From an optimization exercise on the open Yosys and OpenROAD flow, aimed at small area and a short achievable clock period; shortcuts taken in it are not production practice.
The RTL was checked by simulation tests, not by an equivalence proof against the original design.
No activity file was given, so power comes from the tool's default toggle rates.

Setup of job 8290:
==> flow/design.v (excerpt) <==
module fifo_generator_1 (
    input  logic        clk,
    input  logic        srst,
    input  logic [7:0]  din,
    input  logic        wr_en,
    input  logic        rd_en,
    output logic [15:0] dout,
    output logic        full,
    output logic        empty,
    output logic [9:0]  rd_data_count,
    output logic [8:0]  wr_data_count
);
Size in the first run: roughly 4,500 cells after synthesis, ~79,000 um^2 of cells after synthesis.
clock: 5.0 ns
lec_check: 0
cap_margin: 20
core_margin: 2
core_utilization: 55
cts_buf_list: sky130_fd_sc_hd__clkbuf_8 sky130_fd_sc_hd__clkbuf_16
cts_cluster_diameter: 60
cts_cluster_size: 30
setup_slack_margin: 2.5
slew_margin: 20
standard.sh (not shown) runs the stock make flow with config.mk's settings and CLKGATE_MAP_FILE= SYNTH_SCRIPT=/design/flow/synth_recipe.tcl, a recipe that flattens the netlist after the stock synthesis.
==> flow/flow/run.sh <==
#!/bin/bash
# The standard layout, with clock tree synthesis told not to add dummy loads,
# the slow single-size cell a222oi_1 added to the platform's don't-use list,
# and the pins placed again after global placement (flow/post_gp.tcl).
set -e
export CTS_ARGS="-sink_clustering_enable -repair_clock_nets -sink_clustering_size 30 -sink_clustering_max_diameter 60 -buf_list {sky130_fd_sc_hd__clkbuf_8 sky130_fd_sc_hd__clkbuf_16} -dont_use_dummy_load"
export POST_GLOBAL_PLACE_TCL="$(pwd)/flow/post_gp.tcl"
bash standard.sh "DONT_USE_CELLS=sky130_fd_sc_hd__probe_p_8 sky130_fd_sc_hd__probec_p_8 sky130_fd_sc_hd__lpflow_bleeder_1 sky130_fd_sc_hd__lpflow_clkbufkapwr_1 sky130_fd_sc_hd__lpflow_clkbufkapwr_16 sky130_fd_sc_hd__lpflow_clkbufkapwr_2 sky130_fd_sc_hd__lpflow_clkbufkapwr_4 sky130_fd_sc_hd__lpflow_clkbufkapwr_8 sky130_fd_sc_hd__lpflow_clkinvkapwr_1 sky130_fd_sc_hd__lpflow_clkinvkapwr_16 sky130_fd_sc_hd__lpflow_clkinvkapwr_2 sky130_fd_sc_hd__lpflow_clkinvkapwr_4 sky130_fd_sc_hd__lpflow_clkinvkapwr_8 sky130_fd_sc_hd__lpflow_decapkapwr_12 sky130_fd_sc_hd__lpflow_decapkapwr_3 sky130_fd_sc_hd__lpflow_decapkapwr_4 sky130_fd_sc_hd__lpflow_decapkapwr_6 sky130_fd_sc_hd__lpflow_decapkapwr_8 sky130_fd_sc_hd__lpflow_inputiso0n_1 sky130_fd_sc_hd__lpflow_inputiso0p_1 sky130_fd_sc_hd__lpflow_inputiso1n_1 sky130_fd_sc_hd__lpflow_inputiso1p_1 sky130_fd_sc_hd__lpflow_inputisolatch_1 sky130_fd_sc_hd__lpflow_isobufsrc_1 sky130_fd_sc_hd__lpflow_isobufsrc_16 sky130_fd_sc_hd__lpflow_isobufsrc_2 sky130_fd_sc_hd__lpflow_isobufsrc_4 sky130_fd_sc_hd__lpflow_isobufsrc_8 sky130_fd_sc_hd__lpflow_isobufsrckapwr_16 sky130_fd_sc_hd__lpflow_lsbuf_lh_hl_isowell_tap_1 sky130_fd_sc_hd__lpflow_lsbuf_lh_hl_isowell_tap_2 sky130_fd_sc_hd__lpflow_lsbuf_lh_hl_isowell_tap_4 sky130_fd_sc_hd__lpflow_lsbuf_lh_isowell_4 sky130_fd_sc_hd__lpflow_lsbuf_lh_isowell_tap_1 sky130_fd_sc_hd__lpflow_lsbuf_lh_isowell_tap_2 sky130_fd_sc_hd__lpflow_lsbuf_lh_isowell_tap_4  sky130_fd_sc_hd__a222oi_1" finish > standard.log 2>&1
==> flow/flow/post_gp.tcl <==
# After global placement: move each output port's buffer onto the cell that
# drives it, then place the pins again, so that each output pin sits on the
# die edge nearest to the register it comes from. Detailed placement later
# legalizes the moved buffers.
set block [ord::get_db_block]
set moved 0
foreach bterm [$block getBTerms] {
  if {[$bterm getIoType] != "OUTPUT"} { continue }
  set net [$bterm getNet]
  if {$net == "NULL"} { continue }
  foreach iterm [$net getITerms] {
    if {![$iterm isOutputSignal]} { continue }
    set buf [$iterm getInst]
    foreach bit [$buf getITerms] {
      if {![$bit isInputSignal]} { continue }
      set innet [$bit getNet]
      if {$innet == "NULL"} { continue }
      foreach dit [$innet getITerms] {
        if {![$dit isOutputSignal]} { continue }
        set loc [[$dit getInst] getLocation]
        $buf setLocation [lindex $loc 0] [lindex $loc 1]
        incr moved
      }
    }
  }
}
puts "post_gp: moved $moved output buffers"
log_cmd place_pins \
  -hor_layers $::env(IO_PLACER_H) \
  -ver_layers $::env(IO_PLACER_V) \
  {*}[env_var_or_empty PLACE_PINS_ARGS]
log_cmd estimate_parasitics -placement
Job 8290 completed; timing, DRC and antenna clean
Modified inputs, job 9975 compared to job 8290
# job 8290
export LEC_CHECK = 0
export CAP_MARGIN = 20
export CORE_MARGIN = 2
export CORE_UTILIZATION = 55
export CTS_BUF_LIST = sky130_fd_sc_hd__clkbuf_8 sky130_fd_sc_hd__clkbuf_16
export CTS_CLUSTER_DIAMETER = 60
export CTS_CLUSTER_SIZE = 30
export SETUP_SLACK_MARGIN = 2.5
export SLEW_MARGIN = 20
create_clock -name core_clock -period 5.0 [get_ports {clk}]
# job 9975
export LEC_CHECK = 0
export CAP_MARGIN = 20
export CORE_MARGIN = 2
export CORE_UTILIZATION = 55
export CTS_BUF_LIST = sky130_fd_sc_hd__clkbuf_8 sky130_fd_sc_hd__clkbuf_16
export CTS_CLUSTER_DIAMETER = 60
export CTS_CLUSTER_SIZE = 30
export SETUP_SLACK_MARGIN = 2.65
export SLEW_MARGIN = 20
create_clock -name core_clock -period 5.0 [get_ports {clk}]
==> flow/flow/run.sh <==
#!/bin/bash
# The standard layout, with clock tree synthesis told not to add dummy loads,
# and the slow single-size cell a222oi_1 added to the platform's don't-use list.
set -e
export CTS_ARGS="-sink_clustering_enable -repair_clock_nets -sink_clustering_size 30 -sink_clustering_max_diameter 60 -buf_list {sky130_fd_sc_hd__clkbuf_8 sky130_fd_sc_hd__clkbuf_16} -dont_use_dummy_load"
bash standard.sh "DONT_USE_CELLS=sky130_fd_sc_hd__probe_p_8 sky130_fd_sc_hd__probec_p_8 sky130_fd_sc_hd__lpflow_bleeder_1 sky130_fd_sc_hd__lpflow_clkbufkapwr_1 sky130_fd_sc_hd__lpflow_clkbufkapwr_16 sky130_fd_sc_hd__lpflow_clkbufkapwr_2 sky130_fd_sc_hd__lpflow_clkbufkapwr_4 sky130_fd_sc_hd__lpflow_clkbufkapwr_8 sky130_fd_sc_hd__lpflow_clkinvkapwr_1 sky130_fd_sc_hd__lpflow_clkinvkapwr_16 sky130_fd_sc_hd__lpflow_clkinvkapwr_2 sky130_fd_sc_hd__lpflow_clkinvkapwr_4 sky130_fd_sc_hd__lpflow_clkinvkapwr_8 sky130_fd_sc_hd__lpflow_decapkapwr_12 sky130_fd_sc_hd__lpflow_decapkapwr_3 sky130_fd_sc_hd__lpflow_decapkapwr_4 sky130_fd_sc_hd__lpflow_decapkapwr_6 sky130_fd_sc_hd__lpflow_decapkapwr_8 sky130_fd_sc_hd__lpflow_inputiso0n_1 sky130_fd_sc_hd__lpflow_inputiso0p_1 sky130_fd_sc_hd__lpflow_inputiso1n_1 sky130_fd_sc_hd__lpflow_inputiso1p_1 sky130_fd_sc_hd__lpflow_inputisolatch_1 sky130_fd_sc_hd__lpflow_isobufsrc_1 sky130_fd_sc_hd__lpflow_isobufsrc_16 sky130_fd_sc_hd__lpflow_isobufsrc_2 sky130_fd_sc_hd__lpflow_isobufsrc_4 sky130_fd_sc_hd__lpflow_isobufsrc_8 sky130_fd_sc_hd__lpflow_isobufsrckapwr_16 sky130_fd_sc_hd__lpflow_lsbuf_lh_hl_isowell_tap_1 sky130_fd_sc_hd__lpflow_lsbuf_lh_hl_isowell_tap_2 sky130_fd_sc_hd__lpflow_lsbuf_lh_hl_isowell_tap_4 sky130_fd_sc_hd__lpflow_lsbuf_lh_isowell_4 sky130_fd_sc_hd__lpflow_lsbuf_lh_isowell_tap_1 sky130_fd_sc_hd__lpflow_lsbuf_lh_isowell_tap_2 sky130_fd_sc_hd__lpflow_lsbuf_lh_isowell_tap_4  sky130_fd_sc_hd__a222oi_1" finish > standard.log 2>&1
removed: flow/flow/post_gp.tcl
## What came out
The higher largest net degree at the start of global routing of job 9975 and job 8290 is in job 9975. When the final numbers for job 9975 and job 8290 were put side by side, the sequential share of layout area turned out to be smaller in job 9975. Area growth from synthesis to layout sits higher in job 9975 than in job 8290. Going from job 8290 to job 9975, area share of buffers outside the clock network grows by 2.0 points. Setup slack (lower): job 8290. More vias were needed by job 9975 than by job 8290.
The inputs of job 1131 differ from those of job 9975 as listed below.
# job 9975
export LEC_CHECK = 0
export CAP_MARGIN = 20
export CORE_MARGIN = 2
export CORE_UTILIZATION = 55
export CTS_BUF_LIST = sky130_fd_sc_hd__clkbuf_8 sky130_fd_sc_hd__clkbuf_16
export CTS_CLUSTER_DIAMETER = 60
export CTS_CLUSTER_SIZE = 30
export SETUP_SLACK_MARGIN = 2.65
export SLEW_MARGIN = 20
create_clock -name core_clock -period 5.0 [get_ports {clk}]
# job 1131
export LEC_CHECK = 0
export CAP_MARGIN = 20
export CORE_MARGIN = 2
export CORE_UTILIZATION = 65
export CTS_BUF_LIST = sky130_fd_sc_hd__clkbuf_8 sky130_fd_sc_hd__clkbuf_16
export CTS_CLUSTER_DIAMETER = 60
export CTS_CLUSTER_SIZE = 30
export PLACE_DENSITY = 0.72
export SETUP_SLACK_MARGIN = 2.5
export SLEW_MARGIN = 65
create_clock -name core_clock -period 5.0 [get_ports {clk}]
==> flow/run.sh (new file) <==
#!/bin/bash
# synth_recipe.tcl (not shown) runs the flow's synth.tcl, then flattens the netlist and writes it again
# the make line also repeats each setting of config.mk as NAME=value (left out here)
make -C /OpenROAD-flow-scripts/flow DESIGN_CONFIG=/design/flow/config.mk WORK_HOME=/design/flow/orfs CLKGATE_MAP_FILE= SYNTH_SCRIPT=/design/flow/synth_recipe.tcl finish
removed: flow/flow/run.sh
removed: flow/standard.sh
### Flow results
Job 1131 | status: complete | timing, DRC, antenna: pass. Sort job 9975 and job 1131 by maximum net fanout on the critical path desc -> top: job 1131. Job 1131: met3 usage 3.4 points above job 9975. Job 1131 ends up with a core utilization that is 13 points higher than in job 9975. rlo_r[2][4] as the beginning of the critical path was reported by job 1131, and dout_r[9] by job 9975.
Input-level comparison between job 1088 and job 1131:
# job 1131
export LEC_CHECK = 0
export CAP_MARGIN = 20
export CORE_MARGIN = 2
export CORE_UTILIZATION = 65
export CTS_BUF_LIST = sky130_fd_sc_hd__clkbuf_8 sky130_fd_sc_hd__clkbuf_16
export CTS_CLUSTER_DIAMETER = 60
export CTS_CLUSTER_SIZE = 30
export PLACE_DENSITY = 0.72
export SETUP_SLACK_MARGIN = 2.5
export SLEW_MARGIN = 65
create_clock -name core_clock -period 5.0 [get_ports {clk}]
# job 1088
export LEC_CHECK = 0
export CAP_MARGIN = 20
export CORE_MARGIN = 2
export CORE_UTILIZATION = 55
export CTS_BUF_LIST = sky130_fd_sc_hd__clkbuf_8 sky130_fd_sc_hd__clkbuf_16
export CTS_CLUSTER_DIAMETER = 60
export CTS_CLUSTER_SIZE = 30
export SETUP_SLACK_MARGIN = 2.5
export SLEW_MARGIN = 65
create_clock -name core_clock -period 5.0 [get_ports {clk}]
==> comparison <==
- Compared with job 1131, in job 1088 share of the core filled with cells in the final layout went down by 11 points; die span in x increased by 8.6% relative to the old numbers.
- Global-route wire length before repair | job 1088 above job 1131
- In the reports for job 1088 and job 1131, the smaller routed via count belongs to job 1088.
- Routing usage on met1 sits lower in job 1088 than in job 1131.
- Of the two values seen for type of the worst min-delay path, in -> async was produced by job 1131 and reg -> reg by job 1088.
- Taking job 1131 as the reference, in job 1088 final cell count went up by about 5%; overall power went up by about 1.1%; post-detailed-route count of antenna-violating nets was more or less identical.
- Between job 1088 and job 1131, critical path depth is lower for job 1088, job 1131 comes in above that.
- Diff job 1131 -> job 1088: final hold slack now larger, net count reported at finish now larger.

[port drivers added, routing unchanged]
Ports are ideal in the flow. The routed layouts listed here were re-timed in OpenROAD.
Step 1 (the two cells are an assumption about what drives the block):
set clk [get_ports {clk}]
set_driving_cell -lib_cell sky130_fd_sc_hd__clkbuf_16 $clk
set_driving_cell -lib_cell sky130_fd_sc_hd__buf_2 [delete_from_list [all_inputs] $clk]
Step 2 times the ports against the registers' clock, not the clock port: input delays grow and output delays shrink by t, the midpoint of the rising clock arrivals with the driver on.
Slacks: ideal / step 1 / step 2; pairs: ideal / step 1.
| run | t, ns | setup WS [ns] | worst setup path after step 2 | latest minus earliest clock arrival (ns) |
|---|---|---|---|---|
| job 8290 | 0.863 | 2.472 / 2.460 / 1.829 | input to register | 0.064 / 0.063 |
| job 9975 | 0.867 | 2.494 / 2.406 / 1.900 | input to register | 0.073 / 0.073 |
| job 1131 | 0.846 | 2.409 / 2.409 / 1.877 | input to register | 0.055 / 0.054 |
| job 1088 | 0.891 | 2.478 / 2.445 / 1.721 | input to register | 0.041 / 0.041 |
After both steps every run listed still meets setup and hold. The setup slack of job 1088, which loses most, moves by -0.033 ns with the drivers and by -0.757 ns with both steps.
